From an optimization exercise on the open Yosys and OpenROAD flow, aimed at small area; shortcuts taken in it are not production practice. Function was checked by simulation only, so behaviour that the tests miss may differ from the original. Power figures rest on the tool's default switching activity, not on a simulated workload.

==> flow/design.v, too long to show whole: its modules and the start of the top module <==
// module kyber_modmul_seq: 51 lines
// module kyber_g_a211oi_1: 3 lines
// module kyber_g_a21boi_0: 3 lines
// module kyber_g_a21o_1: 3 lines
// module kyber_g_a21oi_1: 3 lines
// module kyber_g_a221oi_1: 3 lines
// module kyber_g_a22oi_1: 3 lines
// module kyber_g_a311oi_1: 3 lines
// module kyber_g_a31o_1: 3 lines
// module kyber_g_a31oi_1: 3 lines
// module kyber_g_a32oi_1: 3 lines
// module kyber_g_and2_0: 3 lines
// module kyber_g_and3_1: 3 lines
// module kyber_g_buf_2: 3 lines
// module kyber_g_clkinv_1: 3 lines
// module kyber_g_nand2_1: 3 lines
// module kyber_g_nand2b_1: 3 lines
// module kyber_g_nand3_1: 3 lines
// module kyber_g_nand3b_1: 3 lines
// module kyber_g_nand4_1: 3 lines
// module kyber_g_nor2_1: 3 lines
// module kyber_g_nor2b_1: 3 lines
// module kyber_g_nor3_1: 3 lines
// module kyber_g_nor3b_1: 3 lines
// module kyber_g_nor4_1: 3 lines
// module kyber_g_o211ai_1: 3 lines
// module kyber_g_o21a_1: 3 lines
// module kyber_g_o21ai_0: 3 lines
// module kyber_g_o221ai_1: 3 lines
// module kyber_g_o22a_1: 3 lines
// module kyber_g_o22ai_1: 3 lines
// module kyber_g_o311a_1: 3 lines
// module kyber_g_o311ai_0: 3 lines
// module kyber_g_o31a_1: 3 lines
// module kyber_g_o31ai_1: 3 lines
// module kyber_g_o32a_1: 3 lines
// module kyber_g_o32ai_1: 3 lines
// module kyber_g_or3_1: 3 lines
// module kyber_g_xnor2_1: 3 lines
// module kyber_g_xor2_1: 3 lines
// module kyber_zeta_inv_gen: 323 lines
module kyber_zeta_inv_gen
(
  input  logic        clk,
  input  logic        reset,
  input  logic        start,
  output logic        busy,
  output logic        done,
  input  logic [6:0]  ad,
  input  logic        ce,
  input  logic        oce,
  output logic [11:0] dout
);
  // ...
==> flow/flow/run.sh <==
#!/bin/bash
# Standard synthesis (hierarchical, so the generated table logic keeps its
# gate structure), then an area re-map of the flattened combinational logic
# (best of several ABC recipes; flip-flops untouched), then the standard
# layout steps with small port buffers and a small clock tree.
set -euo pipefail
W=$PWD
F=$W/flow
R=$W/orfs/results/$FLOW_PLATFORM/kyber_zeta_inv_gen/base
YOSYS=$(command -v yosys || echo "$FLOW_HOME/../tools/install/yosys/bin/yosys")

bash standard.sh synth > $W/synth_std.log 2>&1
cp $R/1_2_yosys.v $W/std_netlist.v

mkdir -p $W/reopt
cp $F/recipes.txt $F/downsize.txt $F/seqcells.txt $W/reopt/
REOPT_LIB=$FLOW_HOME/platforms/$FLOW_PLATFORM/lib/sky130_fd_sc_hd__tt_025C_1v80.lib \
REOPT_TOP=$FLOW_TOP REOPT_DIR=$W/reopt REOPT_IN=$W/std_netlist.v REOPT_OUT=$W/reopt_netlist.v \
  $YOSYS -q -l $W/reopt.log -c $F/reopt.tcl > $W/reopt.out 2>&1
cp $W/reopt_netlist.v $R/1_2_yosys.v
touch $R/1_2_yosys.v

bash standard.sh \
  "BUFFER_PORTS_ARGS=-buffer_cell sky130_fd_sc_hd__buf_1" \
  "CTS_ARGS=-sink_clustering_enable -sink_clustering_size 30 -sink_clustering_max_diameter 400 -buf_list sky130_fd_sc_hd__clkbuf_8 -root_buf sky130_fd_sc_hd__clkbuf_8 -repair_clock_nets -dont_use_dummy_load" \
  finish > $W/layout.log 2>&1
==> flow/flow/downsize.txt <==
sky130_fd_sc_hd__a2111o_2 sky130_fd_sc_hd__a2111o_1
sky130_fd_sc_hd__a2111o_4 sky130_fd_sc_hd__a2111o_1
sky130_fd_sc_hd__a2111oi_1 sky130_fd_sc_hd__a2111oi_0
sky130_fd_sc_hd__a2111oi_2 sky130_fd_sc_hd__a2111oi_0
sky130_fd_sc_hd__a2111oi_4 sky130_fd_sc_hd__a2111oi_0
sky130_fd_sc_hd__a211o_2 sky130_fd_sc_hd__a211o_1
sky130_fd_sc_hd__a211o_4 sky130_fd_sc_hd__a211o_1
sky130_fd_sc_hd__a211oi_2 sky130_fd_sc_hd__a211oi_1
sky130_fd_sc_hd__a211oi_4 sky130_fd_sc_hd__a211oi_1
sky130_fd_sc_hd__a21bo_2 sky130_fd_sc_hd__a21bo_1
sky130_fd_sc_hd__a21bo_4 sky130_fd_sc_hd__a21bo_1
sky130_fd_sc_hd__a21boi_1 sky130_fd_sc_hd__a21boi_0
sky130_fd_sc_hd__a21boi_2 sky130_fd_sc_hd__a21boi_0
sky130_fd_sc_hd__a21boi_4 sky130_fd_sc_hd__a21boi_0
sky130_fd_sc_hd__a21o_2 sky130_fd_sc_hd__a21o_1
sky130_fd_sc_hd__a21o_4 sky130_fd_sc_hd__a21o_1
sky130_fd_sc_hd__a21oi_2 sky130_fd_sc_hd__a21oi_1
sky130_fd_sc_hd__a21oi_4 sky130_fd_sc_hd__a21oi_1
sky130_fd_sc_hd__a221o_2 sky130_fd_sc_hd__a221o_1
sky130_fd_sc_hd__a221o_4 sky130_fd_sc_hd__a221o_1
sky130_fd_sc_hd__a221oi_2 sky130_fd_sc_hd__a221oi_1
sky130_fd_sc_hd__a221oi_4 sky130_fd_sc_hd__a221oi_1
sky130_fd_sc_hd__a22o_2 sky130_fd_sc_hd__a22o_1
sky130_fd_sc_hd__a22o_4 sky130_fd_sc_hd__a22o_1
sky130_fd_sc_hd__a22oi_2 sky130_fd_sc_hd__a22oi_1
sky130_fd_sc_hd__a22oi_4 sky130_fd_sc_hd__a22oi_1
sky130_fd_sc_hd__a2bb2o_2 sky130_fd_sc_hd__a2bb2o_1
sky130_fd_sc_hd__a2bb2o_4 sky130_fd_sc_hd__a2bb2o_1
sky130_fd_sc_hd__a2bb2oi_2 sky130_fd_sc_hd__a2bb2oi_1
sky130_fd_sc_hd__a2bb2oi_4 sky130_fd_sc_hd__a2bb2oi_1
sky130_fd_sc_hd__a311o_2 sky130_fd_sc_hd__a311o_1
sky130_fd_sc_hd__a311o_4 sky130_fd_sc_hd__a311o_1
sky130_fd_sc_hd__a311oi_2 sky130_fd_sc_hd__a311oi_1
sky130_fd_sc_hd__a311oi_4 sky130_fd_sc_hd__a311oi_1
sky130_fd_sc_hd__a31o_2 sky130_fd_sc_hd__a31o_1
sky130_fd_sc_hd__a31o_4 sky130_fd_sc_hd__a31o_1
sky130_fd_sc_hd__a31oi_2 sky130_fd_sc_hd__a31oi_1
sky130_fd_sc_hd__a31oi_4 sky130_fd_sc_hd__a31oi_1
sky130_fd_sc_hd__a32o_2 sky130_fd_sc_hd__a32o_1
sky130_fd_sc_hd__a32o_4 sky130_fd_sc_hd__a32o_1
sky130_fd_sc_hd__a32oi_2 sky130_fd_sc_hd__a32oi_1
sky130_fd_sc_hd__a32oi_4 sky130_fd_sc_hd__a32oi_1
sky130_fd_sc_hd__a41o_2 sky130_fd_sc_hd__a41o_1
sky130_fd_sc_hd__a41o_4 sky130_fd_sc_hd__a41o_1
sky130_fd_sc_hd__a41oi_2 sky130_fd_sc_hd__a41oi_1
sky130_fd_sc_hd__a41oi_4 sky130_fd_sc_hd__a41oi_1
sky130_fd_sc_hd__and2_1 sky130_fd_sc_hd__and2_0
sky130_fd_sc_hd__and2_2 sky130_fd_sc_hd__and2_0
sky130_fd_sc_hd__and2_4 sky130_fd_sc_hd__and2_0
sky130_fd_sc_hd__and2b_2 sky130_fd_sc_hd__and2b_1
sky130_fd_sc_hd__and2b_4 sky130_fd_sc_hd__and2b_1
sky130_fd_sc_hd__and3_2 sky130_fd_sc_hd__and3_1
sky130_fd_sc_hd__and3_4 sky130_fd_sc_hd__and3_1
sky130_fd_sc_hd__and3b_2 sky130_fd_sc_hd__and3b_1
sky130_fd_sc_hd__and3b_4 sky130_fd_sc_hd__and3b_1
sky130_fd_sc_hd__and4_2 sky130_fd_sc_hd__and4_1
sky130_fd_sc_hd__and4_4 sky130_fd_sc_hd__and4_1
sky130_fd_sc_hd__and4b_2 sky130_fd_sc_hd__and4b_1
sky130_fd_sc_hd__and4b_4 sky130_fd_sc_hd__and4b_1
sky130_fd_sc_hd__and4bb_2 sky130_fd_sc_hd__and4bb_1
sky130_fd_sc_hd__and4bb_4 sky130_fd_sc_hd__and4bb_1
sky130_fd_sc_hd__fa_2 sky130_fd_sc_hd__fa_1
sky130_fd_sc_hd__fa_4 sky130_fd_sc_hd__fa_1
sky130_fd_sc_hd__ha_2 sky130_fd_sc_hd__ha_1
sky130_fd_sc_hd__ha_4 sky130_fd_sc_hd__ha_1
sky130_fd_sc_hd__maj3_2 sky130_fd_sc_hd__maj3_1
sky130_fd_sc_hd__maj3_4 sky130_fd_sc_hd__maj3_1
sky130_fd_sc_hd__mux2_2 sky130_fd_sc_hd__mux2_1
sky130_fd_sc_hd__mux2_4 sky130_fd_sc_hd__mux2_1
sky130_fd_sc_hd__mux2_8 sky130_fd_sc_hd__mux2_1
sky130_fd_sc_hd__mux2i_2 sky130_fd_sc_hd__mux2i_1
sky130_fd_sc_hd__mux2i_4 sky130_fd_sc_hd__mux2i_1
sky130_fd_sc_hd__mux4_4 sky130_fd_sc_hd__mux4_2
sky130_fd_sc_hd__mux4_1 sky130_fd_sc_hd__mux4_2
sky130_fd_sc_hd__nand2_2 sky130_fd_sc_hd__nand2_1
sky130_fd_sc_hd__nand2_4 sky130_fd_sc_hd__nand2_1
sky130_fd_sc_hd__nand2_8 sky130_fd_sc_hd__nand2_1
sky130_fd_sc_hd__nand2b_2 sky130_fd_sc_hd__nand2b_1
sky130_fd_sc_hd__nand2b_4 sky130_fd_sc_hd__nand2b_1
sky130_fd_sc_hd__nand3_2 sky130_fd_sc_hd__nand3_1
sky130_fd_sc_hd__nand3_4 sky130_fd_sc_hd__nand3_1
sky130_fd_sc_hd__nand3b_2 sky130_fd_sc_hd__nand3b_1
sky130_fd_sc_hd__nand3b_4 sky130_fd_sc_hd__nand3b_1
sky130_fd_sc_hd__nand4_2 sky130_fd_sc_hd__nand4_1
sky130_fd_sc_hd__nand4_4 sky130_fd_sc_hd__nand4_1
sky130_fd_sc_hd__nand4b_2 sky130_fd_sc_hd__nand4b_1
sky130_fd_sc_hd__nand4b_4 sky130_fd_sc_hd__nand4b_1
sky130_fd_sc_hd__nand4bb_2 sky130_fd_sc_hd__nand4bb_1
sky130_fd_sc_hd__nand4bb_4 sky130_fd_sc_hd__nand4bb_1
sky130_fd_sc_hd__nor2_2 sky130_fd_sc_hd__nor2_1
sky130_fd_sc_hd__nor2_4 sky130_fd_sc_hd__nor2_1
sky130_fd_sc_hd__nor2_8 sky130_fd_sc_hd__nor2_1
sky130_fd_sc_hd__nor2b_2 sky130_fd_sc_hd__nor2b_1
sky130_fd_sc_hd__nor2b_4 sky130_fd_sc_hd__nor2b_1
sky130_fd_sc_hd__nor3_2 sky130_fd_sc_hd__nor3_1
sky130_fd_sc_hd__nor3_4 sky130_fd_sc_hd__nor3_1
sky130_fd_sc_hd__nor3b_2 sky130_fd_sc_hd__nor3b_1
sky130_fd_sc_hd__nor3b_4 sky130_fd_sc_hd__nor3b_1
sky130_fd_sc_hd__nor4_2 sky130_fd_sc_hd__nor4_1
sky130_fd_sc_hd__nor4_4 sky130_fd_sc_hd__nor4_1
sky130_fd_sc_hd__nor4b_2 sky130_fd_sc_hd__nor4b_1
sky130_fd_sc_hd__nor4b_4 sky130_fd_sc_hd__nor4b_1
sky130_fd_sc_hd__nor4bb_2 sky130_fd_sc_hd__nor4bb_1
sky130_fd_sc_hd__nor4bb_4 sky130_fd_sc_hd__nor4bb_1
sky130_fd_sc_hd__o2111a_2 sky130_fd_sc_hd__o2111a_1
sky130_fd_sc_hd__o2111a_4 sky130_fd_sc_hd__o2111a_1
sky130_fd_sc_hd__o2111ai_2 sky130_fd_sc_hd__o2111ai_1
sky130_fd_sc_hd__o2111ai_4 sky130_fd_sc_hd__o2111ai_1
sky130_fd_sc_hd__o211a_2 sky130_fd_sc_hd__o211a_1
sky130_fd_sc_hd__o211a_4 sky130_fd_sc_hd__o211a_1
sky130_fd_sc_hd__o211ai_2 sky130_fd_sc_hd__o211ai_1
sky130_fd_sc_hd__o211ai_4 sky130_fd_sc_hd__o211ai_1
sky130_fd_sc_hd__o21a_2 sky130_fd_sc_hd__o21a_1
sky130_fd_sc_hd__o21a_4 sky130_fd_sc_hd__o21a_1
sky130_fd_sc_hd__o21ai_1 sky130_fd_sc_hd__o21ai_0
sky130_fd_sc_hd__o21ai_2 sky130_fd_sc_hd__o21ai_0
sky130_fd_sc_hd__o21ai_4 sky130_fd_sc_hd__o21ai_0
sky130_fd_sc_hd__o21ba_2 sky130_fd_sc_hd__o21ba_1
sky130_fd_sc_hd__o21ba_4 sky130_fd_sc_hd__o21ba_1
sky130_fd_sc_hd__o21bai_2 sky130_fd_sc_hd__o21bai_1
sky130_fd_sc_hd__o21bai_4 sky130_fd_sc_hd__o21bai_1
sky130_fd_sc_hd__o221a_2 sky130_fd_sc_hd__o221a_1
sky130_fd_sc_hd__o221a_4 sky130_fd_sc_hd__o221a_1
sky130_fd_sc_hd__o221ai_2 sky130_fd_sc_hd__o221ai_1
sky130_fd_sc_hd__o221ai_4 sky130_fd_sc_hd__o221ai_1
sky130_fd_sc_hd__o22a_2 sky130_fd_sc_hd__o22a_1
sky130_fd_sc_hd__o22a_4 sky130_fd_sc_hd__o22a_1
sky130_fd_sc_hd__o22ai_2 sky130_fd_sc_hd__o22ai_1
sky130_fd_sc_hd__o22ai_4 sky130_fd_sc_hd__o22ai_1
sky130_fd_sc_hd__o2bb2a_2 sky130_fd_sc_hd__o2bb2a_1
sky130_fd_sc_hd__o2bb2a_4 sky130_fd_sc_hd__o2bb2a_1
sky130_fd_sc_hd__o2bb2ai_2 sky130_fd_sc_hd__o2bb2ai_1
sky130_fd_sc_hd__o2bb2ai_4 sky130_fd_sc_hd__o2bb2ai_1
sky130_fd_sc_hd__o311a_2 sky130_fd_sc_hd__o311a_1
sky130_fd_sc_hd__o311a_4 sky130_fd_sc_hd__o311a_1
sky130_fd_sc_hd__o311ai_1 sky130_fd_sc_hd__o311ai_0
sky130_fd_sc_hd__o311ai_2 sky130_fd_sc_hd__o311ai_0
sky130_fd_sc_hd__o311ai_4 sky130_fd_sc_hd__o311ai_0
sky130_fd_sc_hd__o31a_2 sky130_fd_sc_hd__o31a_1
sky130_fd_sc_hd__o31a_4 sky130_fd_sc_hd__o31a_1
sky130_fd_sc_hd__o31ai_2 sky130_fd_sc_hd__o31ai_1
sky130_fd_sc_hd__o31ai_4 sky130_fd_sc_hd__o31ai_1
sky130_fd_sc_hd__o32a_2 sky130_fd_sc_hd__o32a_1
sky130_fd_sc_hd__o32a_4 sky130_fd_sc_hd__o32a_1
sky130_fd_sc_hd__o32ai_2 sky130_fd_sc_hd__o32ai_1
sky130_fd_sc_hd__o32ai_4 sky130_fd_sc_hd__o32ai_1
sky130_fd_sc_hd__o41a_2 sky130_fd_sc_hd__o41a_1
sky130_fd_sc_hd__o41a_4 sky130_fd_sc_hd__o41a_1
sky130_fd_sc_hd__o41ai_2 sky130_fd_sc_hd__o41ai_1
sky130_fd_sc_hd__o41ai_4 sky130_fd_sc_hd__o41ai_1
sky130_fd_sc_hd__or2_1 sky130_fd_sc_hd__or2_0
sky130_fd_sc_hd__or2_2 sky130_fd_sc_hd__or2_0
sky130_fd_sc_hd__or2_4 sky130_fd_sc_hd__or2_0
sky130_fd_sc_hd__or2b_2 sky130_fd_sc_hd__or2b_1
sky130_fd_sc_hd__or2b_4 sky130_fd_sc_hd__or2b_1
sky130_fd_sc_hd__or3_2 sky130_fd_sc_hd__or3_1
sky130_fd_sc_hd__or3_4 sky130_fd_sc_hd__or3_1
sky130_fd_sc_hd__or3b_2 sky130_fd_sc_hd__or3b_1
sky130_fd_sc_hd__or3b_4 sky130_fd_sc_hd__or3b_1
sky130_fd_sc_hd__or4_2 sky130_fd_sc_hd__or4_1
sky130_fd_sc_hd__or4_4 sky130_fd_sc_hd__or4_1
sky130_fd_sc_hd__or4b_2 sky130_fd_sc_hd__or4b_1
sky130_fd_sc_hd__or4b_4 sky130_fd_sc_hd__or4b_1
sky130_fd_sc_hd__or4bb_2 sky130_fd_sc_hd__or4bb_1
sky130_fd_sc_hd__or4bb_4 sky130_fd_sc_hd__or4bb_1
sky130_fd_sc_hd__xnor2_2 sky130_fd_sc_hd__xnor2_1
sky130_fd_sc_hd__xnor2_4 sky130_fd_sc_hd__xnor2_1
sky130_fd_sc_hd__xnor3_2 sky130_fd_sc_hd__xnor3_1
sky130_fd_sc_hd__xnor3_4 sky130_fd_sc_hd__xnor3_1
sky130_fd_sc_hd__xor2_2 sky130_fd_sc_hd__xor2_1
sky130_fd_sc_hd__xor2_4 sky130_fd_sc_hd__xor2_1
sky130_fd_sc_hd__xor3_2 sky130_fd_sc_hd__xor3_1
sky130_fd_sc_hd__xor3_4 sky130_fd_sc_hd__xor3_1
sky130_fd_sc_hd__buf_4 sky130_fd_sc_hd__buf_2
sky130_fd_sc_hd__buf_6 sky130_fd_sc_hd__buf_2
sky130_fd_sc_hd__buf_8 sky130_fd_sc_hd__buf_2
==> flow/flow/recipes.txt <==
strash; dch -f; map -a; topo
strash; map -a; topo
strash; dch; map -a; topo
strash; dch -f; amap; topo
strash; balance -l; resub -K 6 -l; rewrite -l; resub -K 6 -N 2 -l; refactor -l; resub -K 8 -l; balance -l; resub -K 8 -N 2 -l; rewrite -l; resub -K 10 -l; rewrite -z -l; resub -K 10 -N 2 -l; balance -l; resub -K 12 -l; refactor -z -l; resub -K 12 -N 2 -l; rewrite -z -l; balance -l; dch -f; map -a; topo
strash; balance -l; resub -K 6 -l; rewrite -l; resub -K 6 -N 2 -l; refactor -l; resub -K 8 -l; balance -l; resub -K 8 -N 2 -l; rewrite -l; resub -K 10 -l; rewrite -z -l; resub -K 10 -N 2 -l; balance -l; resub -K 12 -l; refactor -z -l; resub -K 12 -N 2 -l; rewrite -z -l; balance -l; balance -l; resub -K 6 -l; rewrite -l; resub -K 6 -N 2 -l; refactor -l; resub -K 8 -l; balance -l; resub -K 8 -N 2 -l; rewrite -l; resub -K 10 -l; rewrite -z -l; resub -K 10 -N 2 -l; balance -l; resub -K 12 -l; refactor -z -l; resub -K 12 -N 2 -l; rewrite -z -l; balance -l; dch -f; map -a; strash; dch -f; map -a; topo
==> flow/flow/reopt.tcl <==
# Re-map the combinational logic of the standard synthesis netlist for area.
# Flip-flops keep their instance names and cell types. Several ABC recipes
# are tried on the same logic and the smallest mapping is kept.
yosys -import
set lib $::env(REOPT_LIB)
set top $::env(REOPT_TOP)
set dir $::env(REOPT_DIR)
read_liberty -ignore_miss_func $lib
read_verilog $::env(REOPT_IN)
hierarchy -top $top

# Candidate 0: the standard netlist as it is, with every logic cell at its
# smallest drive strength (same function, no restructuring).
design -save orig
set fh [open $dir/downsize.txt r]
foreach line [split [string trim [read $fh]] "\n"] {
  lassign $line from to
  chtype -map $from $to $top
}
close $fh
opt_clean -purge
tee -q -o $dir/stat_keep.txt stat -liberty $lib
set f [open $dir/stat_keep.txt r]; set s [read $f]; close $f
regexp "Chip area for module .\\\\$top.: (\[0-9.\]+)" $s -> keeparea
log "KEEP AREA $keeparea"
design -save keep

# Candidate 1: the logic that feeds dout (the table) kept cell for cell as
# in candidate 0; the rest of the logic re-mapped by ABC (first recipe).
set fh [open $dir/seqcells.txt r]; set seqs [string trim [read $fh]]; close $fh
select -set tbl o:dout %ci*:-$seqs
select -set tblc @tbl c:* %i
setattr -set keep_hierarchy 1 @tblc
setattr -mod -set keep_hierarchy 1 sky130_fd_sc_hd__df* sky130_fd_sc_hd__edf*
flatten
opt_clean -purge
set fh [open $dir/recipes.txt r]
set r0 [lindex [split [string trim [read $fh]] "\n"] 0]
close $fh
set sf $dir/recipe_hyb.abc
set o [open $sf w]
puts $o [string map {"; " "\n"} $r0]
close $o
abc -liberty $lib -dont_use *lpflow* -dont_use *probe* -script $sf
opt_clean -purge
setattr -unset keep_hierarchy @tblc
tee -q -o $dir/stat_hyb.txt stat -liberty $lib
set f [open $dir/stat_hyb.txt r]; set s [read $f]; close $f
regexp "Chip area for module .\\\\$top.: (\[0-9.\]+)" $s -> hybarea
log "HYB AREA $hybarea"
if {$hybarea < $keeparea} {
  set keeparea $hybarea
  design -save keep
}
design -load orig

setattr -mod -set keep_hierarchy 1 sky130_fd_sc_hd__df* sky130_fd_sc_hd__edf* sky130_fd_sc_hd__sdf* sky130_fd_sc_hd__dl*
flatten
opt_clean -purge
design -save base
set best -1
set bestarea 1e30
set fh [open $dir/recipes.txt r]
set recipes [split [string trim [read $fh]] "\n"]
close $fh
set k 0
foreach r $recipes {
  design -load base
  set sf $dir/recipe_$k.abc
  set o [open $sf w]
  puts $o [string map {"; " "\n"} $r]
  close $o
  abc -liberty $lib -dont_use *lpflow* -dont_use *probe* -script $sf
  opt_clean -purge
  tee -q -o $dir/stat_$k.txt stat -liberty $lib
  set f [open $dir/stat_$k.txt r]; set s [read $f]; close $f
  regexp "Chip area for module .\\\\$top.: (\[0-9.\]+)" $s -> area
  log "RECIPE $k AREA $area :: $r"
  if {$area < $bestarea} { set bestarea $area; set best $k }
  design -save r$k
  incr k
}
log "BEST $best AREA $bestarea"
if {$keeparea <= $bestarea} {
  log "USING KEEP AREA $keeparea"
  design -load keep
} else {
  design -load r$best
}
hilomap -singleton -hicell sky130_fd_sc_hd__conb_1 HI -locell sky130_fd_sc_hd__conb_1 LO
splitnets
opt_clean -purge
stat -liberty $lib
select $top
write_verilog -noattr -noexpr -selected $::env(REOPT_OUT)
==> flow/flow/seqcells.txt <==
sky130_fd_sc_hd__dfbbn_1,sky130_fd_sc_hd__dfbbn_2,sky130_fd_sc_hd__dfbbp_1,sky130_fd_sc_hd__dfrbp_1,sky130_fd_sc_hd__dfrbp_2,sky130_fd_sc_hd__dfrtn_1,sky130_fd_sc_hd__dfrtp_1,sky130_fd_sc_hd__dfrtp_2,sky130_fd_sc_hd__dfrtp_4,sky130_fd_sc_hd__dfsbp_1,sky130_fd_sc_hd__dfsbp_2,sky130_fd_sc_hd__dfstp_1,sky130_fd_sc_hd__dfstp_2,sky130_fd_sc_hd__dfstp_4,sky130_fd_sc_hd__dfxbp_1,sky130_fd_sc_hd__dfxbp_2,sky130_fd_sc_hd__dfxtp_1,sky130_fd_sc_hd__dfxtp_2,sky130_fd_sc_hd__dfxtp_4,sky130_fd_sc_hd__dlclkp_1,sky130_fd_sc_hd__dlclkp_2,sky130_fd_sc_hd__dlclkp_4,sky130_fd_sc_hd__dlrbn_1,sky130_fd_sc_hd__dlrbn_2,sky130_fd_sc_hd__dlrbp_1,sky130_fd_sc_hd__dlrbp_2,sky130_fd_sc_hd__dlrtn_1,sky130_fd_sc_hd__dlrtn_2,sky130_fd_sc_hd__dlrtn_4,sky130_fd_sc_hd__dlrtp_1,sky130_fd_sc_hd__dlrtp_2,sky130_fd_sc_hd__dlrtp_4,sky130_fd_sc_hd__dlxbn_1,sky130_fd_sc_hd__dlxbn_2,sky130_fd_sc_hd__dlxbp_1,sky130_fd_sc_hd__dlxtn_1,sky130_fd_sc_hd__dlxtn_2,sky130_fd_sc_hd__dlxtn_4,sky130_fd_sc_hd__dlxtp_1,sky130_fd_sc_hd__dlygate4sd1_1,sky130_fd_sc_hd__dlygate4sd2_1,sky130_fd_sc_hd__dlygate4sd3_1,sky130_fd_sc_hd__dlymetal6s2s_1,sky130_fd_sc_hd__dlymetal6s4s_1,sky130_fd_sc_hd__dlymetal6s6s_1,sky130_fd_sc_hd__edfxbp_1,sky130_fd_sc_hd__edfxtp_1,sky130_fd_sc_hd__sdfbbn_1,sky130_fd_sc_hd__sdfbbn_2,sky130_fd_sc_hd__sdfbbp_1,sky130_fd_sc_hd__sdfrbp_1,sky130_fd_sc_hd__sdfrbp_2,sky130_fd_sc_hd__sdfrtn_1,sky130_fd_sc_hd__sdfrtp_1,sky130_fd_sc_hd__sdfrtp_2,sky130_fd_sc_hd__sdfrtp_4,sky130_fd_sc_hd__sdfsbp_1,sky130_fd_sc_hd__sdfsbp_2,sky130_fd_sc_hd__sdfstp_1,sky130_fd_sc_hd__sdfstp_2,sky130_fd_sc_hd__sdfstp_4,sky130_fd_sc_hd__sdfxbp_1,sky130_fd_sc_hd__sdfxbp_2,sky130_fd_sc_hd__sdfxtp_1,sky130_fd_sc_hd__sdfxtp_2,sky130_fd_sc_hd__sdfxtp_4,sky130_fd_sc_hd__sedfxbp_1,sky130_fd_sc_hd__sedfxbp_2,sky130_fd_sc_hd__sedfxtp_1,sky130_fd_sc_hd__sedfxtp_2,sky130_fd_sc_hd__sedfxtp_4
==> flow/standard.sh <==
#!/bin/bash
# synth_recipe.tcl (not shown) runs the flow's synth.tcl, then flattens the netlist and writes it again
# the make line also repeats each setting of config.mk as NAME=value (left out here)
make -C /OpenROAD-flow-scripts/flow DESIGN_CONFIG=/design/flow/config.mk WORK_HOME=/design/flow/orfs CLKGATE_MAP_FILE= SYNTH_SCRIPT=/design/flow/synth_recipe.tcl "${@:-finish}"
==> flow/config.mk <==
export PLATFORM = sky130hd
export DESIGN_NAME = kyber_zeta_inv_gen
export DESIGN_NICKNAME = kyber_zeta_inv_gen
export VERILOG_FILES = /design/flow/design.v
export SDC_FILE = /design/flow/constraint.sdc
export NUM_CORES = 4
export LEC_CHECK = 0
export CAP_MARGIN = 20
export CORE_MARGIN = 2
export CORE_UTILIZATION = 45
export GPL_TIMING_DRIVEN = 0
export SETUP_SLACK_MARGIN = 0.4
export SLEW_MARGIN = 20
export SYNTH_HIERARCHICAL = 1
==> flow/constraint.sdc <==
create_clock -name core_clock -period 6.0 [get_ports {clk}]
set_input_delay 1.2000 -clock core_clock [delete_from_list [all_inputs] [get_ports {clk}]]
set_output_delay 1.2000 -clock core_clock [all_outputs]
set_load 0.01 [all_outputs]
==> results.rst, run 1 <==
.. list-table::
   :header-rows: 1

   * - Metric
     - Value
   * - Met1 GRT Util
     - 38.9%
   * - Metal1 wirelength
     - 2.73 mm
   * - Row count
     - 24
   * - Comb_multi_in
     - 277
   * - TritonCTS sink count
     - 22
   * - Area of the mapped netlist
     - 0.00202 sq mm
   * - I/O pins
     - 26
   * - Critical path class
     - flip-flop to output pin
   * - Drt first pass iters
     - 7
   * - Final setup skew
     - 0.00101 ns
   * - Die span in y
     - 71.1 um
   * - Hold WC Path Type
     - flip-flop to flip-flop
   * - Combined flip-flop and latch cell area
     - 532 sq um
   * - Seq pwr share
     - 44.0%
   * - Initial core utilization
     - 46.5%
   * - CLK BUF
     - 3
   * - Overall via count from detail_route
     - 2789
   * - Setup repair after global routing missed its margin
     - false
   * - Critical path data arrival time
     - 3.58 ns
   * - Overall global routing resource usage
     - 30.6%
   * - Gate Count Post-Synth
     - 312
   * - Most common cell after layout, fill and taps aside
     - sky130_fd_sc_hd__nand2_1
   * - Number of buffers inserted to repair setup after CTS
     - 0
   * - Multi-input combinational area share
     - 64.8%
   * - Number of hold buffers added after CTS
     - 0
   * - Highest-count cells in the layout ignoring fill and taps
     - sky130_fd_sc_hd__nand2_1 (62), sky130_fd_sc_hd__a21oi_1 (44), sky130_fd_sc_hd__nor2_1 (42)
   * - Vias in the first global route
     - 2511
   * - Largest regs
     - r_lfsr x11, r_ad x7
   * - Number of well taps
     - 52
   * - Power per cell area
     - 254 mW/mm^2
   * - Maximum operating frequency
     - 0.209 GHz
   * - Total power
     - 0.563 mW
   * - Root Buffer
     - sky130_fd_sc_hd__clkbuf_8
   * - Status
     - finished clean
   * - Delay-heaviest family, CP
     - simple AND/OR/NAND/NOR gates
   * - Warning count from the yosys run
     - 7
   * - Number of buffers on the longest clock path
     - 2
   * - Total wire length after detailed routing
     - 7.71 mm
   * - Worst VDD drop
     - 224 uV
   * - Number of max-slew violations in the final report
     - 0
==> inputs of run 2 (changes only) <==
--- a/flow/flow/run.sh
+++ b/flow/flow/run.sh
@@ -22,5 +22,5 @@
 
 bash standard.sh \
   "BUFFER_PORTS_ARGS=-buffer_cell sky130_fd_sc_hd__buf_1" \
-  "CTS_ARGS=-sink_clustering_enable -sink_clustering_size 30 -sink_clustering_max_diameter 400 -buf_list sky130_fd_sc_hd__clkbuf_8 -root_buf sky130_fd_sc_hd__clkbuf_8 -repair_clock_nets -dont_use_dummy_load" \
+  "CTS_ARGS=-sink_clustering_enable -sink_clustering_size 30 -sink_clustering_max_diameter 400 -buf_list sky130_fd_sc_hd__clkbuf_4 -root_buf sky130_fd_sc_hd__clkbuf_4 -repair_clock_nets -dont_use_dummy_load" \
   finish > $W/layout.log 2>&1
==> results.rst, run 2 <==
.. list-table::
   :header-rows: 1

   * - Metric
     - Value
   * - Number of max-slew violations in the final report
     - 0 (unchanged)
   * - Hold WC Path Type
     - flip-flop to flip-flop
   * - Number of flip-flops in the largest register
     - 11
   * - Worst Tran Pin Value
     - 0.862 ns
   * - Chip Width
     - 71.1 um
   * - Maximum operating frequency
     - 0.206 GHz (-1.8%)
   * - Buffers added on ports
     - 24
   * - Min cycle time layout
     - 4.87 ns
   * - Warning count from the yosys run
     - 7 (unchanged)
   * - Required time of the critical path
     - 4.80 ns
   * - Drt first pass iters
     - 5 (-2)
   * - Area of the mapped netlist
     - 0.00202 sq mm (unchanged)
   * - Worst VDD drop
     - 236 uV (+5.3%)
   * - Vias in the first global route
     - 2500 (-0.44%)
   * - Highest-count cells in the layout ignoring fill and taps
     - sky130_fd_sc_hd__nand2_1 (62), sky130_fd_sc_hd__a21oi_1 (44), sky130_fd_sc_hd__nor2_1 (42)
   * - Number of H-tree branching levels
     - 1
   * - Final worst-path cycle share
     - 81.1%
   * - Hold Crit Depth
     - 1
   * - Area inside the core boundary
     - 0.00435 sq mm
   * - Post-detailed-placement cell area
     - 0.00218 sq mm
   * - Net total in the final layout
     - 353
   * - Crit path launch type
     - flip-flop
   * - Overall via count from detail_route
     - 2744 (-1.6%)
   * - Critical path class
     - flip-flop to output pin
   * - Starting DRC count in detailed routing
     - 621
   * - Die span in y
     - 71.1 um (unchanged)
   * - Setup TNS
     - 0 ns
   * - Number of hold buffers added after CTS
     - 0 (unchanged)
   * - Status
     - finished clean
   * - Wire length of the first global-routing pass
     - 12.3 mm
   * - Clock latency at the later pin of the worst-skew pair
     - 0.30 ns
   * - Number of antenna violations at the first check in global routing
     - 0
   * - Most common cell after layout, fill and taps aside
     - sky130_fd_sc_hd__nand2_1
   * - Reg2reg setup slack
     - 5.00 ns
   * - GR Overflow Total
     - 0
   * - Overall die area
     - 0.00505 sq mm
   * - Row count
     - 24 (unchanged)
   * - Largest regs
     - r_lfsr x11, r_ad x7
   * - Min-Delay Startpoint
     - r_lfsr[9]$_SDFF_PP0_
   * - Remaining number of nets flagged by the antenna check after routing
     - 0
   * - Num CTS Buffers
     - 3
   * - Fraction of final layout cells sized beyond drive strength 1
     - 2.36%
   * - Maximum net fanout on the critical path
     - 17
   * - I/O pins
     - 26 (unchanged)
   * - HPWL after detailed placement
     - 5.53 mm
   * - Number of buffers on the longest clock path
     - 2 (unchanged)
   * - Longest individual stage delay on the worst path
     - 0.74 ns
   * - Final setup fails
     - 0
   * - Number of cells traversed by the worst register-to-register path
     - 1
   * - Total wire length after detailed routing
     - 7.74 mm (+0.32%)
   * - Root Buffer
     - sky130_fd_sc_hd__clkbuf_4
   * - Final cell area excluding filler cells
     - 0.00220 sq mm
   * - Clock tree from TritonCTS
     - built
   * - Critical path data arrival time
     - 3.67 ns (+0.09 ns)
   * - Largest net degree at the start of global routing
     - 27
   * - Buf+Inv Stages, Crit Path
     - 2
   * - Average size of a mapped cell
     - 6.48 sq um
   * - Final Hold Fails
     - 0
   * - Overall global routing resource usage
     - 30.6% (about the same)
   * - Delay-heaviest family, CP
     - simple AND/OR/NAND/NOR gates
   * - Initial core utilization
     - 46.5% (unchanged)
   * - Number of buffers inserted to repair setup after CTS
     - 0 (unchanged)
   * - Cts repair resizes
     - 0
   * - Clock-pin transition on the worst setup and hold timing paths
     - 0.10 ns
   * - Startpoint of the worst register-to-register path
     - r_nz$_DFFE_PP0P_
   * - Final core occ
     - 50.5%
   * - Number of antenna cells inserted
     - 0
   * - Final routed DRC violation total
     - 0
   * - Area added between synthesis and finish
     - 8.78%
   * - Average vias per placed instance
     - 7.02
   * - Cells along the critical path
     - inv_1 -> nor2_1 -> o21ai_0 -> nand2b_1 -> a21oi_1 -> nand3_1 -> nand2_1 -> o21ai_0 -> a21oi_1 -> buf_1
   * - Number of maximum-capacitance constraint violations
     - 0
   * - Average routed wire per standard cell
     - 19.8 um
   * - Power per cell area
     - 245 mW/mm^2 (-3.4%)
   * - Placer Congestion
     - 1.05
   * - Reg2Reg Capture Point
     - r_nz$_DFFE_PP0P_
   * - Leakage power
     - 0.856 nW
   * - Worst-path cell with the longest stage delay
     - sky130_fd_sc_hd__edfxtp_1
   * - Post-Synthesis Net Count
     - 324
   * - Setup repair after global routing missed its margin
     - false
   * - Register ranked first by flip-flop count
     - r_lfsr
   * - Headroom to the max-slew limit
     - 42.5%
   * - Hold Slack
     - 0.415 ns
   * - Worst hold path endpoint
     - r_lfsr[10]$_SDFF_PP0_
   * - Final setup skew
     - 0.00381 ns (+0.00280 ns)
   * - Beginning of the critical path
     - r_ad[1]$_DFFE_PP_
   * - Gate Count Post-Synth
     - 312 (unchanged)
   * - TritonCTS sink count
     - 22 (unchanged)
   * - Endpoint class of the critical path
     - output pin
## run 2: through the flow
step | power [mW] | setup slack (ns) | std cells
CTS | 0.528 | 1.32 | 391
finish | 0.539 | 1.13 | 391
global placement | 0.474 | 1.48 | 388
detailed placement | 0.466 | 1.62 | 388
global route | 0.571 | 0.987 | 391
floorplan | 0.396 | 2.37 | 312
## run 2: routing by layer
layer  wire length, um  track usage [%]  vias up  part of all wire [%]
met3               967             4.27       74                    12
li1                  -                -     1225                     -
met4               709             23.1        0                   9.2
met2              3240             46.8      256                    42
met1              2820             39.0     1189                    36
met5                 0                0        -                     0
## run 2: area by class of cell
type                       count  area [sq um]
inverter                       9          33.8
timing repair buffer          24          90.1
sequential                    22           532
clock buffer                   3          22.5
tap                           52          65.1
fill                         461          2150
multi-input combinational    277          1440
buffer                         4          20.0
## run 2: how the worst max path moves through the flow
stage | endpoint | slack, ns | cells past startpoint
after floorplan | dout[1] | 2.37 | 11
after global placement | dout[1] | 1.48 | 12
after detailed placement | dout[1] | 1.62 | 12
after CTS | dout[1] | 1.32 | 12
after global routing | dout[1] | 0.99 | 12
final | dout[0] | 1.13 | 10
## run 2: where the power goes
group	leakage [nW]	internal [mW]	total, mW	switching, mW
Combinational	0.628	0.0812	0.231	0.150
Clock	0.0138	0.0234	0.0616	0.0382
Sequential	0.213	0.200	0.247	0.0466

[port drivers added, routing unchanged]
The flow's constraints put no driver on any port. The routed layouts listed below were extracted and timed again, unchanged, in two steps.
Step 1: set_driving_cell puts a clkbuf_16 on clk and a buf_2 on each other input, an assumption about the parent block.
Step 2 also shifts input and output timing later by t, the mid clock arrival at the registers, as if the neighbouring blocks saw the same clock.
Slacks: ideal / step 1 / step 2; pairs: ideal / step 1.
run	t, ns	slack for setup (ns)	clock arrival spread, ns
run 1	0.271	1.224 / 1.201 / 1.472	0.001 / 0.002
run 2	0.315	1.135 / 1.114 / 1.429	0.004 / 0.004
After both steps every run listed still meets setup and hold.
